Background: an optimization exercise with open tools, aiming at small area and a short achievable clock period. Do not read the settings as production practice.
At most, simulation tests tie the RTL to the original design; equivalence was not proved.

nickel:
==> flow/design.v <==
package data_mem_pkg;
  localparam int DEF_DATA_W  = 8;
  localparam int DEF_ADDR_W  = 8;
  localparam int DEF_DEPTH   = 256;
  localparam int DEF_LATENCY = 10;
  localparam int LONG_L  = 10;
  localparam int SHORT_L = 8;
  localparam int LONG_R  = 24;
  localparam int SHORT_R = 2;
  localparam int RINGS   = LONG_R + SHORT_R;
endpackage
module data_mem_array #(
  parameter int W  = 9,
  parameter int LL = 10,
  parameter int LR = 24,
  parameter int SL = 8,
  parameter int SR = 2
) (
  input  logic                 clk,
  input  logic                 clr_i,    
  input  logic [LR+SR-1:0]     we_i,     
  input  logic [W-1:0]         wdata_i,
  output logic [(LR+SR)*W-1:0] taps_o    
);
  for (genvar r = 0; r < LR + SR; r++) begin : g_ring
    localparam int L = (r < LR) ? LL : SL;
    logic [L*W-1:0] st_q;
    logic [W-1:0]   ins;
    assign ins = we_i[r] ? wdata_i : (clr_i ? '0 : st_q[L*W-1 -: W]);
    always_ff @(posedge clk) begin
      st_q <= {st_q[(L-1)*W-1:0], ins};
    end
    assign taps_o[r*W +: W] = st_q[L*W-1 -: W];
  end
endmodule
module data_mem_lat
#(
  parameter int DATA_W  = data_mem_pkg::DEF_DATA_W,
  parameter int ADDR_W  = data_mem_pkg::DEF_ADDR_W,
  parameter int DEPTH   = data_mem_pkg::DEF_DEPTH,
  parameter int LATENCY = data_mem_pkg::DEF_LATENCY
) (
  input  logic              clk,
  input  logic              rst,
  input  logic              read,
  input  logic              write,
  input  logic [ADDR_W-1:0] address,
  input  logic [DATA_W-1:0] write_data,
  input  logic              parity_inj,
  output logic [DATA_W-1:0] read_data,
  output logic              busy_wait,
  output logic              err,
  output logic              parity_err
);
  localparam int LL = data_mem_pkg::LONG_L;
  localparam int SL = data_mem_pkg::SHORT_L;
  localparam int LR = data_mem_pkg::LONG_R;
  localparam int SR = data_mem_pkg::SHORT_R;
  localparam int R  = data_mem_pkg::RINGS;
  localparam int W  = DATA_W + 1;
  localparam int CNT_W = $clog2(LATENCY);
  localparam logic [CNT_W-1:0] CNT_LAST = CNT_W'(LATENCY - 1);
  logic             idle_q, busy_q, done_q;
  logic [CNT_W-1:0] cnt_q;
  logic [3:0]       phl_q;      
  logic [2:0]       phs_q;      
  logic             sweep_q;    
  logic             wr_q;
  logic [4:0]       ring_q;     
  logic             short_q;    
  logic [3:0]       tgt_q;      
  logic [DATA_W-1:0] wd_q;      
  logic             inj_q;      
  logic [DATA_W-1:0] rdata_q;
  logic             perr_q;
  logic             err_q;
  logic             hit_q;      
  logic             req_valid, accept, last;
  logic             busy_d;
  logic [3:0]       phl_d;
  logic [2:0]       phs_d;
  logic [4:0]       ring_a;
  logic             short_a;
  logic [3:0]       tgt_a;
  logic             short_d;
  logic [3:0]       tgt_d;
  logic [R-1:0]     rsel, we;
  logic [R*W-1:0]   taps;
  logic [W-1:0]     tap, rword;
  assign req_valid = read ^ write;
  assign accept    = idle_q & req_valid;
  assign busy_wait = busy_q | (idle_q & req_valid & ~rst);
  assign last = busy_q && (cnt_q == CNT_LAST);
  always_ff @(posedge clk or posedge rst) begin
    if (rst) begin
      idle_q <= 1'b1;
      busy_q <= 1'b0;
      done_q <= 1'b0;
      cnt_q  <= '0;
    end else begin
      if (accept) begin
        idle_q <= 1'b0;
        busy_q <= 1'b1;
      end else if (last) begin
        busy_q <= 1'b0;
        done_q <= 1'b1;
      end else if (done_q) begin
        done_q <= 1'b0;
        idle_q <= 1'b1;
      end
      cnt_q <= busy_q ? cnt_q + 1'b1 : '0;
    end
  end
  assign phl_d = (phl_q == 4'(LL - 1)) ? '0 : phl_q + 1'b1;
  assign phs_d = phs_q + 1'b1;
  always_ff @(posedge clk or posedge rst) begin
    if (rst) begin
      phl_q   <= '0;
      phs_q   <= '0;
      sweep_q <= 1'b1;
    end else begin
      phl_q <= phl_d;
      phs_q <= phs_d;
      if (phl_q == 4'(LL - 1)) sweep_q <= 1'b0;
    end
  end
  always_comb begin
    if (address[7:6] != 2'b11) begin
      ring_a  = address[7:3];
      short_a = 1'b0;
      tgt_a   = 4'(LL - 1) - {1'b0, address[2:0]};
    end else if (address[5:4] != 2'b11) begin
      ring_a  = {address[5:3], address[2:1]};
      short_a = 1'b0;
      tgt_a   = address[0] ? 4'd0 : 4'd1;
    end else begin
      ring_a  = 5'(LR) + {4'd0, address[3]};
      short_a = 1'b1;
      tgt_a   = {1'b0, ~address[2:0]};
    end
  end
  assign busy_d  = accept | (busy_q & ~last);
  assign short_d = idle_q ? short_a : short_q;
  assign tgt_d   = idle_q ? tgt_a : tgt_q;
  always_ff @(posedge clk or posedge rst) begin
    if (rst) hit_q <= 1'b0;
    else     hit_q <= busy_d && (short_d ? ({1'b0, phs_d} == tgt_d) : (phl_d == tgt_d));
  end
  always_ff @(posedge clk) begin
    if (idle_q) begin
      wr_q    <= write;
      ring_q  <= ring_a;
      short_q <= short_a;
      tgt_q   <= tgt_a;
      wd_q    <= write_data;
      inj_q   <= parity_inj;
    end else if (hit_q && !wr_q) begin
      {inj_q, wd_q} <= rword;
    end
  end
  always_comb begin
    for (int r = 0; r < R; r++) rsel[r] = (ring_q == 5'(r));
  end
  assign we = rsel & {R{hit_q & wr_q}};
  data_mem_array #(
    .W  (W),
    .LL (LL),
    .LR (LR),
    .SL (SL),
    .SR (SR)
  ) u_array (
    .clk     (clk),
    .clr_i   (sweep_q),
    .we_i    (we),
    .wdata_i ({inj_q, wd_q}),
    .taps_o  (taps)
  );
  always_comb begin
    tap = '0;
    for (int r = 0; r < R; r++) tap |= taps[r*W +: W] & {W{rsel[r]}};
  end
  assign rword = sweep_q ? '0 : tap;
  always_ff @(posedge clk or posedge rst) begin
    if (rst) begin
      rdata_q <= '0;
      perr_q  <= 1'b0;
      err_q   <= 1'b0;
    end else begin
      if (last && !wr_q) rdata_q <= hit_q ? rword[DATA_W-1:0] : wd_q;
      perr_q <= last && !wr_q && (hit_q ? rword[W-1] : inj_q);
      err_q  <= idle_q && read && write;
    end
  end
  assign read_data  = rdata_q;
  assign err        = err_q;
  assign parity_err = perr_q;
endmodule
==> flow/config.mk <==
export PLATFORM = sky130hd
export DESIGN_NAME = data_mem_lat
export DESIGN_NICKNAME = data_mem_lat
export VERILOG_FILES = /design/flow/design.v
export SDC_FILE = /design/flow/constraint.sdc
export NUM_CORES = 4
export LEC_CHECK = 0
export ABC_AREA = 1
export CAP_MARGIN = 20
export CORE_MARGIN = 2
export CORE_UTILIZATION = 65
export CTS_CLUSTER_DIAMETER = 70
export CTS_CLUSTER_SIZE = 32
export SETUP_SLACK_MARGIN = 4.0
export SLEW_MARGIN = 40
==> flow/constraint.sdc <==
create_clock -name core_clock -period 7.5 [get_ports {clk}]
set_input_delay 1.5000 -clock core_clock [delete_from_list [all_inputs] [get_ports {clk}]]
set_output_delay 1.5000 -clock core_clock [all_outputs]
set_load 0.01 [all_outputs]
run.sh (not shown) runs the stock make flow with config.mk's settings and CLKGATE_MAP_FILE= SYNTH_SCRIPT=/design/flow/synth_recipe.tcl, a recipe that flattens the netlist after the stock synthesis.
Input-level comparison between cedar and nickel:
-- flow/design.v --
<<< nickel, line 85
  logic             short_d;
  logic [3:0]       tgt_d;
  logic [R-1:0]     rsel, we;
  logic [R*W-1:0]   taps;
  logic [W-1:0]     tap, rword;
>>> cedar, line 85
  logic             short_d;
  logic [3:0]       tgt_d;
  logic [R-1:0]     we;
  logic [R*W-1:0]   taps;
  logic [W-1:0]     tap, rword;
<<< nickel, line 141
  end
  assign busy_d  = accept | (busy_q & ~last);
  assign short_d = idle_q ? short_a : short_q;
  assign tgt_d   = idle_q ? tgt_a : tgt_q;
  always_ff @(posedge clk or posedge rst) begin
    if (rst) hit_q <= 1'b0;
>>> cedar, line 141
  end
  assign busy_d  = accept | (busy_q & ~last);
  assign short_d = accept ? short_a : short_q;
  assign tgt_d   = accept ? tgt_a : tgt_q;
  always_ff @(posedge clk or posedge rst) begin
    if (rst) hit_q <= 1'b0;
<<< nickel, line 148
  end
  always_ff @(posedge clk) begin
    if (idle_q) begin
      wr_q    <= write;
      ring_q  <= ring_a;
>>> cedar, line 148
  end
  always_ff @(posedge clk) begin
    if (accept) begin
      wr_q    <= write;
      ring_q  <= ring_a;
<<< nickel, line 160
  end
  always_comb begin
    for (int r = 0; r < R; r++) rsel[r] = (ring_q == 5'(r));
  end
  assign we = rsel & {R{hit_q & wr_q}};
  data_mem_array #(
    .W  (W),
>>> cedar, line 160
  end
  always_comb begin
    we = '0;
    we[ring_q] = hit_q & wr_q;
  end
  data_mem_array #(
    .W  (W),
<<< nickel, line 176
    .taps_o  (taps)
  );
  always_comb begin
    tap = '0;
    for (int r = 0; r < R; r++) tap |= taps[r*W +: W] & {W{rsel[r]}};
  end
  assign rword = sweep_q ? '0 : tap;
  always_ff @(posedge clk or posedge rst) begin
>>> cedar, line 176
    .taps_o  (taps)
  );
  assign tap   = taps[ring_q*W +: W];
  assign rword = sweep_q ? '0 : tap;
  always_ff @(posedge clk or posedge rst) begin
Findings:
Compared with nickel, in cedar finished layout cell area increased 2.4%, ratio of cells with drive above 1 in the final layout moved up, portion of the clock cycle consumed by the worst path in the final layout went down by 0.50 points, fmax rose by about 1%, sequential share of layout area lower. Comparing cedar against nickel, there is no change at all in number of levels the H-tree was split into.
Function not checked in cedar: the RTL went through the layout flow alone.

-- separate check: timing with driven ports --
The flow's constraints put no driver on any port. The routed layouts listed below were extracted and timed again, unchanged, in two steps. Step 1: set_driving_cell puts a clkbuf_16 on clk and a buf_2 on each other input, an assumption about the parent block. Step 2 adds t to the input delays and takes it off the output delays; t is the mean of the earliest and latest rising clock arrival at the registers after step 1. Input paths then give back, and output paths get back, about the clock's delay inside the block. Three values: no drivers, after step 1, after step 2; two values: the first two.
run	shift t [ns]	setup WS [ns]	worst setup path after step 2
nickel	0.730	3.953 / 3.918 / 3.918	input to output
cedar	0.726	3.990 / 3.950 / 3.950	input to output
After both steps every run listed still meets setup and hold. The setup slack of cedar, which loses most, moves by -0.040 ns with the drivers and by -0.040 ns with both steps.
